Source: an optimization exercise on an open RTL-to-GDS flow (aim: small area). Production flows keep margins and buffers that such runs may drop. In this exercise RTL edits were held to simulation tests only and were not proved equivalent to the original.

Setup of run E:
==> flow/design.v <==
package axis_lane_packer_pkg;
  localparam int LANE_WIDTH    = 16;
  localparam int DEF_IN_WIDTH  = 64;
  localparam int DEF_OUT_WIDTH = 256;
endpackage
module axis_pack_slot #(
  parameter int WIDTH = axis_lane_packer_pkg::DEF_IN_WIDTH
) (
  input  logic             clk,
  input  logic             wr,         
  input  logic             keep,       
  input  logic             load,       
  input  logic             hold,       
  input  logic [WIDTH-1:0] s_data,
  output logic [WIDTH-1:0] m_data
);
  logic [WIDTH-1:0] pack_q;
  logic [WIDTH-1:0] pack_d;
  assign pack_d = ({WIDTH{wr}} & s_data) | ({WIDTH{keep}} & pack_q);
  always_ff @(posedge clk) begin
    pack_q <= pack_d;
    m_data <= ({WIDTH{load}} & pack_d) | ({WIDTH{hold}} & m_data);
  end
endmodule
module axis_count_bit (
  input  logic clk,
  input  logic keep,     
  input  logic a_in,     
  output logic a_out,    
  output logic q
);
  logic sum;
  assign {a_out, sum} = {1'b0, q} + {1'b0, a_in};
  always_ff @(posedge clk) begin
    q <= keep & sum;
  end
endmodule
module axis_lane_packer #(
  parameter int IN_WIDTH  = axis_lane_packer_pkg::DEF_IN_WIDTH,
  parameter int OUT_WIDTH = axis_lane_packer_pkg::DEF_OUT_WIDTH
) (
  input  logic                             clk,
  input  logic                             rst,
  input  logic                             activate,
  input  logic                             s_valid,
  input  logic                             s_last,
  input  logic [IN_WIDTH-1:0]              s_data,
  output logic                             s_ready,
  output logic                             m_valid,
  output logic                             m_last,
  output logic [OUT_WIDTH-1:0]             m_data,
  output logic [OUT_WIDTH/axis_lane_packer_pkg::LANE_WIDTH-1:0]  m_keep,
  input  logic                             m_ready,
  output logic [31:0]                      words_out
);
  localparam int RATIO          = OUT_WIDTH / IN_WIDTH;
  localparam int LANES_PER_BEAT = IN_WIDTH / axis_lane_packer_pkg::LANE_WIDTH;
  localparam int IDX_W          = (RATIO > 1) ? $clog2(RATIO) : 1;
  localparam logic [IDX_W-1:0] LAST_IDX = IDX_W'(RATIO - 1);
  logic             clear;
  logic [IDX_W-1:0] idx_reg;     
  logic             pend_full;
  logic             pend_last;
  logic [IDX_W-1:0] out_idx;     
  logic             s_fire;
  logic             final_beat;
  logic             out_free;
  logic             m_fire;
  logic             out_load;
  assign clear = rst | ~activate;
  assign s_ready    = activate & ~rst & ~pend_full;
  assign s_fire     = s_valid & s_ready;
  assign final_beat = s_fire & (s_last | (idx_reg == LAST_IDX));
  assign out_free = ~m_valid | m_ready;
  assign m_fire   = m_valid & m_ready;
  assign out_load = out_free & (pend_full | final_beat);
  for (genvar gi = 0; gi < RATIO; gi++) begin : g_beat
    axis_pack_slot #(.WIDTH(IN_WIDTH)) u_slot (
      .clk    (clk),
      .wr     (s_fire & (idx_reg == IDX_W'(gi))),
      .keep   (~s_fire | (idx_reg != IDX_W'(gi))),
      .load   (out_load & (IDX_W'(gi) <= idx_reg)),
      .hold   (~out_load),
      .s_data (s_data),
      .m_data (m_data[gi*IN_WIDTH +: IN_WIDTH])
    );
    for (genvar li = 0; li < LANES_PER_BEAT; li++) begin : g_keep
      assign m_keep[gi*LANES_PER_BEAT + li] = (out_idx >= IDX_W'(gi));
    end
  end
  always_ff @(posedge clk) begin
    if (clear) begin
      idx_reg   <= '0;
      pend_full <= 1'b0;
      m_valid   <= 1'b0;
    end else begin
      if (out_load) begin
        idx_reg   <= '0;
        pend_full <= 1'b0;
        m_valid   <= 1'b1;
      end else begin
        if (final_beat) pend_full <= 1'b1;
        else if (s_fire) idx_reg <= idx_reg + 1'b1;
        if (m_fire) m_valid <= 1'b0;
      end
    end
  end
  always_ff @(posedge clk) begin
    if (final_beat) pend_last <= s_last;
    if (out_load) begin
      out_idx <= idx_reg;
      m_last  <= pend_full ? pend_last : s_last;
    end
  end
  logic [32:0] cnt_carry;
  logic [3:0]  cnt_ones;
  logic        cnt_keep;
  assign cnt_keep = ~clear;
  for (genvar gk = 0; gk < 4; gk++) begin : g_cnt_grp
    assign cnt_ones[gk] = &words_out[8*gk +: 8];
    for (genvar gb = 0; gb < 8; gb++) begin : g_cnt_bit
      logic a_in;
      if (gb != 0) begin : g_chain
        assign a_in = cnt_carry[8*gk+gb];
      end else if (gk == 0) begin : g_lsb
        assign a_in = m_fire;
      end else begin : g_grp_in
        assign a_in = m_fire & (&cnt_ones[gk-1:0]);
      end
      axis_count_bit u_bit (
        .clk   (clk),
        .keep  (cnt_keep),
        .a_in  (a_in),
        .a_out (cnt_carry[8*gk+gb+1]),
        .q     (words_out[8*gk+gb])
      );
    end
  end
endmodule
==> flow/config.mk <==
export PLATFORM = sky130hd
export DESIGN_NAME = axis_lane_packer
export DESIGN_NICKNAME = axis_lane_packer
export VERILOG_FILES = /design/flow/design.v
export SDC_FILE = /design/flow/constraint.sdc
export NUM_CORES = 4
export LEC_CHECK = 0
export CAP_MARGIN = 20
export CORE_MARGIN = 2
export CORE_UTILIZATION = 70
export SLEW_MARGIN = 20
export SYNTH_HIERARCHICAL = 1
export SYNTH_MINIMUM_KEEP_SIZE = 0
==> flow/constraint.sdc <==
create_clock -name core_clock -period 4.0 [get_ports {clk}]
set_input_delay 0.8000 -clock core_clock [delete_from_list [all_inputs] [get_ports {clk}]]
set_output_delay 0.8000 -clock core_clock [all_outputs]
set_load 0.01 [all_outputs]
standard.sh (not shown) runs the stock make flow with config.mk's settings and CLKGATE_MAP_FILE= SYNTH_SCRIPT=/design/flow/synth_recipe.tcl, a recipe that flattens the netlist after the stock synthesis.
==> flow/flow/run.sh <==
#!/bin/bash
# Standard layout, with each port buffered by the smallest buffer cell and a clock tree
# built from small clock buffers, in clusters of at most 10 registers, without dummy loads.
set -euo pipefail
bash standard.sh finish \
  "BUFFER_PORTS_ARGS=-buffer_cell sky130_fd_sc_hd__buf_1" \
  "CTS_ARGS=-sink_clustering_enable -repair_clock_nets -dont_use_dummy_load -buf_list {sky130_fd_sc_hd__clkbuf_4} -root_buf sky130_fd_sc_hd__clkbuf_8 -sink_clustering_size 10 -sink_clustering_max_diameter 40" \
  > standard.log 2>&1
Modified inputs, run Z compared to run E
diff --git a/flow/design.v b/flow/design.v
--- a/flow/design.v
+++ b/flow/design.v
@@ -75,14 +75,14 @@
   assign m_fire   = m_valid & m_ready;
   assign out_load = out_free & (pend_full | final_beat);
   for (genvar gi = 0; gi < RATIO; gi++) begin : g_beat
     axis_pack_slot #(.WIDTH(IN_WIDTH)) u_slot (
       .clk    (clk),
-      .wr     (s_fire & (idx_reg == IDX_W'(gi))),
-      .keep   (~s_fire | (idx_reg != IDX_W'(gi))),
-      .load   (out_load & (IDX_W'(gi) <= idx_reg)),
-      .hold   (~out_load),
+      .wr     (~pend_full & (idx_reg == IDX_W'(gi))),
+      .keep   (pend_full | (idx_reg != IDX_W'(gi))),
+      .load   (out_free & (IDX_W'(gi) <= idx_reg)),
+      .hold   (~out_free),
       .s_data (s_data),
       .m_data (m_data[gi*IN_WIDTH +: IN_WIDTH])
     );
     for (genvar li = 0; li < LANES_PER_BEAT; li++) begin : g_keep
       assign m_keep[gi*LANES_PER_BEAT + li] = (out_idx >= IDX_W'(gi));
@@ -104,12 +104,12 @@
         if (m_fire) m_valid <= 1'b0;
       end
     end
   end
   always_ff @(posedge clk) begin
-    if (final_beat) pend_last <= s_last;
-    if (out_load) begin
+    if (~pend_full) pend_last <= s_last;
+    if (out_free) begin
       out_idx <= idx_reg;
       m_last  <= pend_full ? pend_last : s_last;
     end
   end
   logic [32:0] cnt_carry;
Results
Relative to run E, setup slack has increased by 0.30 ns in run Z.
Of run Z and run E, it is run Z that has the higher share of cell area taken by flip-flops and latches.
Run E and run Z ended up with roughly the same global-route usage.
Diff run E -> run Z: number of standard cells after synthesis lower; count of multi-input gates lower; utilization after layout lower.
In the metrics for run Z and run E, the one carrying the lower post-detailed-placement cell area is run Z.
Number of unique standard cell types used by synthesis in run Z is 2 below run E.

========
== job 3065 ==
axis_lane_packer, a different RTL version from the one above (not shown whole).
Size in the first run: about 380 I/O pins, ~17000 µm² of cells after synthesis.
==> module axis_count_bit, before the edit <==
module axis_count_bit (
  input  logic clk,
  input  logic inc,      
  input  logic hold,     
  input  logic a_in,     
  output logic a_out,    
  output logic q
);
  logic sum;
  assign {a_out, sum} = {1'b0, q} + {1'b0, a_in};
  always_ff @(posedge clk) begin
    q <= (inc & sum) | (hold & q);
  end
endmodule
==> module axis_lane_packer, before the edit <==
module axis_lane_packer #(
  parameter int IN_WIDTH  = axis_lane_packer_pkg::DEF_IN_WIDTH,
  parameter int OUT_WIDTH = axis_lane_packer_pkg::DEF_OUT_WIDTH
) (
  input  logic                             clk,
  input  logic                             rst,
  input  logic                             activate,
  input  logic                             s_valid,
  input  logic                             s_last,
  input  logic [IN_WIDTH-1:0]              s_data,
  output logic                             s_ready,
  output logic                             m_valid,
  output logic                             m_last,
  output logic [OUT_WIDTH-1:0]             m_data,
  output logic [OUT_WIDTH/axis_lane_packer_pkg::LANE_WIDTH-1:0]  m_keep,
  input  logic                             m_ready,
  output logic [31:0]                      words_out
);
  localparam int RATIO          = OUT_WIDTH / IN_WIDTH;
  localparam int LANES_PER_BEAT = IN_WIDTH / axis_lane_packer_pkg::LANE_WIDTH;
  localparam int IDX_W          = (RATIO > 1) ? $clog2(RATIO) : 1;
  localparam logic [IDX_W-1:0] LAST_IDX = IDX_W'(RATIO - 1);
  logic             clear;
  logic [IDX_W-1:0] idx_reg;     
  logic             pend_full;
  logic             pend_last;
  logic [IDX_W-1:0] out_idx;     
  logic             s_fire;
  logic             final_beat;
  logic             out_free;
  logic             m_fire;
  logic             out_load;
  assign clear = rst | ~activate;
  assign s_ready    = activate & ~rst & ~pend_full;
  assign s_fire     = s_valid & s_ready;
  assign final_beat = s_fire & (s_last | (idx_reg == LAST_IDX));
  assign out_free = ~m_valid | m_ready;
  assign m_fire   = m_valid & m_ready;
  assign out_load = out_free & (pend_full | final_beat);
  for (genvar gi = 0; gi < RATIO; gi++) begin : g_beat
    axis_pack_slot #(.WIDTH(IN_WIDTH)) u_slot (
      .clk    (clk),
      .wr     (s_fire & (idx_reg == IDX_W'(gi))),
      .keep   (~s_fire | (idx_reg != IDX_W'(gi))),
      .load   (out_load & (IDX_W'(gi) <= idx_reg)),
      .hold   (~out_load),
      .s_data (s_data),
      .m_data (m_data[gi*IN_WIDTH +: IN_WIDTH])
    );
    for (genvar li = 0; li < LANES_PER_BEAT; li++) begin : g_keep
      assign m_keep[gi*LANES_PER_BEAT + li] = (out_idx >= IDX_W'(gi));
    end
  end
  always_ff @(posedge clk) begin
    if (clear) begin
      idx_reg   <= '0;
      pend_full <= 1'b0;
      m_valid   <= 1'b0;
    end else begin
      if (out_load) begin
        idx_reg   <= '0;
        pend_full <= 1'b0;
        m_valid   <= 1'b1;
      end else begin
        if (final_beat) pend_full <= 1'b1;
        else if (s_fire) idx_reg <= idx_reg + 1'b1;
        if (m_fire) m_valid <= 1'b0;
      end
    end
  end
  always_ff @(posedge clk) begin
    if (final_beat) pend_last <= s_last;
    if (out_load) begin
      out_idx <= idx_reg;
      m_last  <= pend_full ? pend_last : s_last;
    end
  end
  logic [32:0] cnt_carry;
  logic [3:0]  cnt_ones;
  logic        cnt_inc;
  logic        cnt_hold;
  assign cnt_inc  = m_fire & ~clear;
  assign cnt_hold = ~m_fire & ~clear;
  for (genvar gk = 0; gk < 4; gk++) begin : g_cnt_grp
    assign cnt_ones[gk] = &words_out[8*gk +: 8];
    for (genvar gb = 0; gb < 8; gb++) begin : g_cnt_bit
      logic a_in;
      if (gb != 0) begin : g_chain
        assign a_in = cnt_carry[8*gk+gb];
      end else if (gk == 0) begin : g_lsb
        assign a_in = 1'b1;
      end else begin : g_grp_in
        assign a_in = &cnt_ones[gk-1:0];
      end
      axis_count_bit u_bit (
        .clk   (clk),
        .inc   (cnt_inc),
        .hold  (cnt_hold),
        .a_in  (a_in),
        .a_out (cnt_carry[8*gk+gb+1]),
        .q     (words_out[8*gk+gb])
      );
    end
  end
endmodule
==> flow/config.mk <==
export PLATFORM = sky130hd
export DESIGN_NAME = axis_lane_packer
export DESIGN_NICKNAME = axis_lane_packer
export VERILOG_FILES = /design/flow/design.v
export SDC_FILE = /design/flow/constraint.sdc
export NUM_CORES = 4
export LEC_CHECK = 0
export CAP_MARGIN = 20
export CORE_MARGIN = 2
export CORE_UTILIZATION = 70
export SLEW_MARGIN = 20
export SYNTH_HIERARCHICAL = 1
export SYNTH_MINIMUM_KEEP_SIZE = 0
==> flow/constraint.sdc <==
create_clock -name core_clock -period 4.0 [get_ports {clk}]
set_input_delay 0.8000 -clock core_clock [delete_from_list [all_inputs] [get_ports {clk}]]
set_output_delay 0.8000 -clock core_clock [all_outputs]
set_load 0.01 [all_outputs]
Scripts as last shown in full above: flow/flow/run.sh
Setup changes, job 3065 to job 4053
--- a/flow/design.v
+++ b/flow/design.v
@@ -19,22 +19,8 @@
   assign pack_d = ({WIDTH{wr}} & s_data) | ({WIDTH{keep}} & pack_q);
   always_ff @(posedge clk) begin
     pack_q <= pack_d;
     m_data <= ({WIDTH{load}} & pack_d) | ({WIDTH{hold}} & m_data);
-  end
-endmodule
-module axis_count_bit (
-  input  logic clk,
-  input  logic inc,      
-  input  logic hold,     
-  input  logic a_in,     
-  output logic a_out,    
-  output logic q
-);
-  logic sum;
-  assign {a_out, sum} = {1'b0, q} + {1'b0, a_in};
-  always_ff @(posedge clk) begin
-    q <= (inc & sum) | (hold & q);
   end
 endmodule
 module axis_lane_packer #(
   parameter int IN_WIDTH  = axis_lane_packer_pkg::DEF_IN_WIDTH,
@@ -112,32 +98,12 @@
       out_idx <= idx_reg;
       m_last  <= pend_full ? pend_last : s_last;
     end
   end
-  logic [32:0] cnt_carry;
-  logic [3:0]  cnt_ones;
-  logic        cnt_inc;
-  logic        cnt_hold;
-  assign cnt_inc  = m_fire & ~clear;
-  assign cnt_hold = ~m_fire & ~clear;
-  for (genvar gk = 0; gk < 4; gk++) begin : g_cnt_grp
-    assign cnt_ones[gk] = &words_out[8*gk +: 8];
-    for (genvar gb = 0; gb < 8; gb++) begin : g_cnt_bit
-      logic a_in;
-      if (gb != 0) begin : g_chain
-        assign a_in = cnt_carry[8*gk+gb];
-      end else if (gk == 0) begin : g_lsb
-        assign a_in = 1'b1;
-      end else begin : g_grp_in
-        assign a_in = &cnt_ones[gk-1:0];
-      end
-      axis_count_bit u_bit (
-        .clk   (clk),
-        .inc   (cnt_inc),
-        .hold  (cnt_hold),
-        .a_in  (a_in),
-        .a_out (cnt_carry[8*gk+gb+1]),
-        .q     (words_out[8*gk+gb])
-      );
+  always_ff @(posedge clk) begin
+    if (clear) begin
+      words_out <= '0;
+    end else if (m_fire) begin
+      words_out <= words_out + 32'd1;
     end
   end
 endmodule
### Flow results
- Having completed the whole flow, job 4053 delivered a layout that passed the timing, DRC and antenna checks.
- Looking at capture point of the worst path, the g_beat[1].u_slot.m_data[55] result is from job 4053; the g_cnt_grp[3].g_cnt_bit[7].u_bit.q one comes from job 3065.
- Launch point of the worst path: g_cnt_grp[0].g_cnt_bit[7].u_bit.q -> job 3065, idx_reg[1] -> job 4053
- Going from job 3065 to job 4053, effective utilization at floorplan grows by 0.20 points.
- Going from job 3065 to job 4053, total length of routed met2 wires grows by about 7%.
- Layout-stage area growth over the synthesis result: job 4053 vs job 3065 down 0.25 points
- In the flow results for job 3065 and job 4053, the met1 routing resource usage after global routing is smaller on job 4053.
- Between job 4053 and job 3065, the share of flip-flops with an asynchronous set or reset does not differ in any meaningful way.

==> what the ideal ports hide <==
Ports are ideal in the flow. The routed layouts listed here were re-timed in OpenROAD.
Step 1 sets driving cells, clkbuf_16 on the clock port and buf_2 on the other inputs (assumed; they add their load-dependent delay and slew).
Step 2 adds t to the input delays and takes it off the output delays; t is the mean of the earliest and latest rising clock arrival at the registers after step 1. Input paths then give back, and output paths get back, about the clock's delay inside the block.
a / b / c = no drivers / after step 1 / after step 2; a / b = the first two.
| run | shift t [ns] | slack for setup (ns) | worst hold slack (ns) | worst slew at a driven data input, ns | pins driven straight from the clock port |
|---|---|---|---|---|---|
| run E | 0.601 | 1.034 / 1.034 / 0.525 | 0.478 / 0.478 / 0.478 | 0.08 | 1 |
| run Z | 0.586 | 1.330 / 1.330 / 0.783 | 0.477 / 0.477 / 0.477 | 0.08 | 1 |
| job 3065 | 0.601 | 1.246 / 1.246 / 1.170 | 0.476 / 0.476 / 0.476 | 0.08 | 1 |
| job 4053 | 0.611 | 1.262 / 1.262 / 0.734 | 0.478 / 0.478 / 0.478 | 0.09 | 1 |
After both steps setup and hold are still met in every run listed. The setup slack of run Z, which loses most, moves by 0.000 ns with the drivers and by -0.547 ns with both steps.
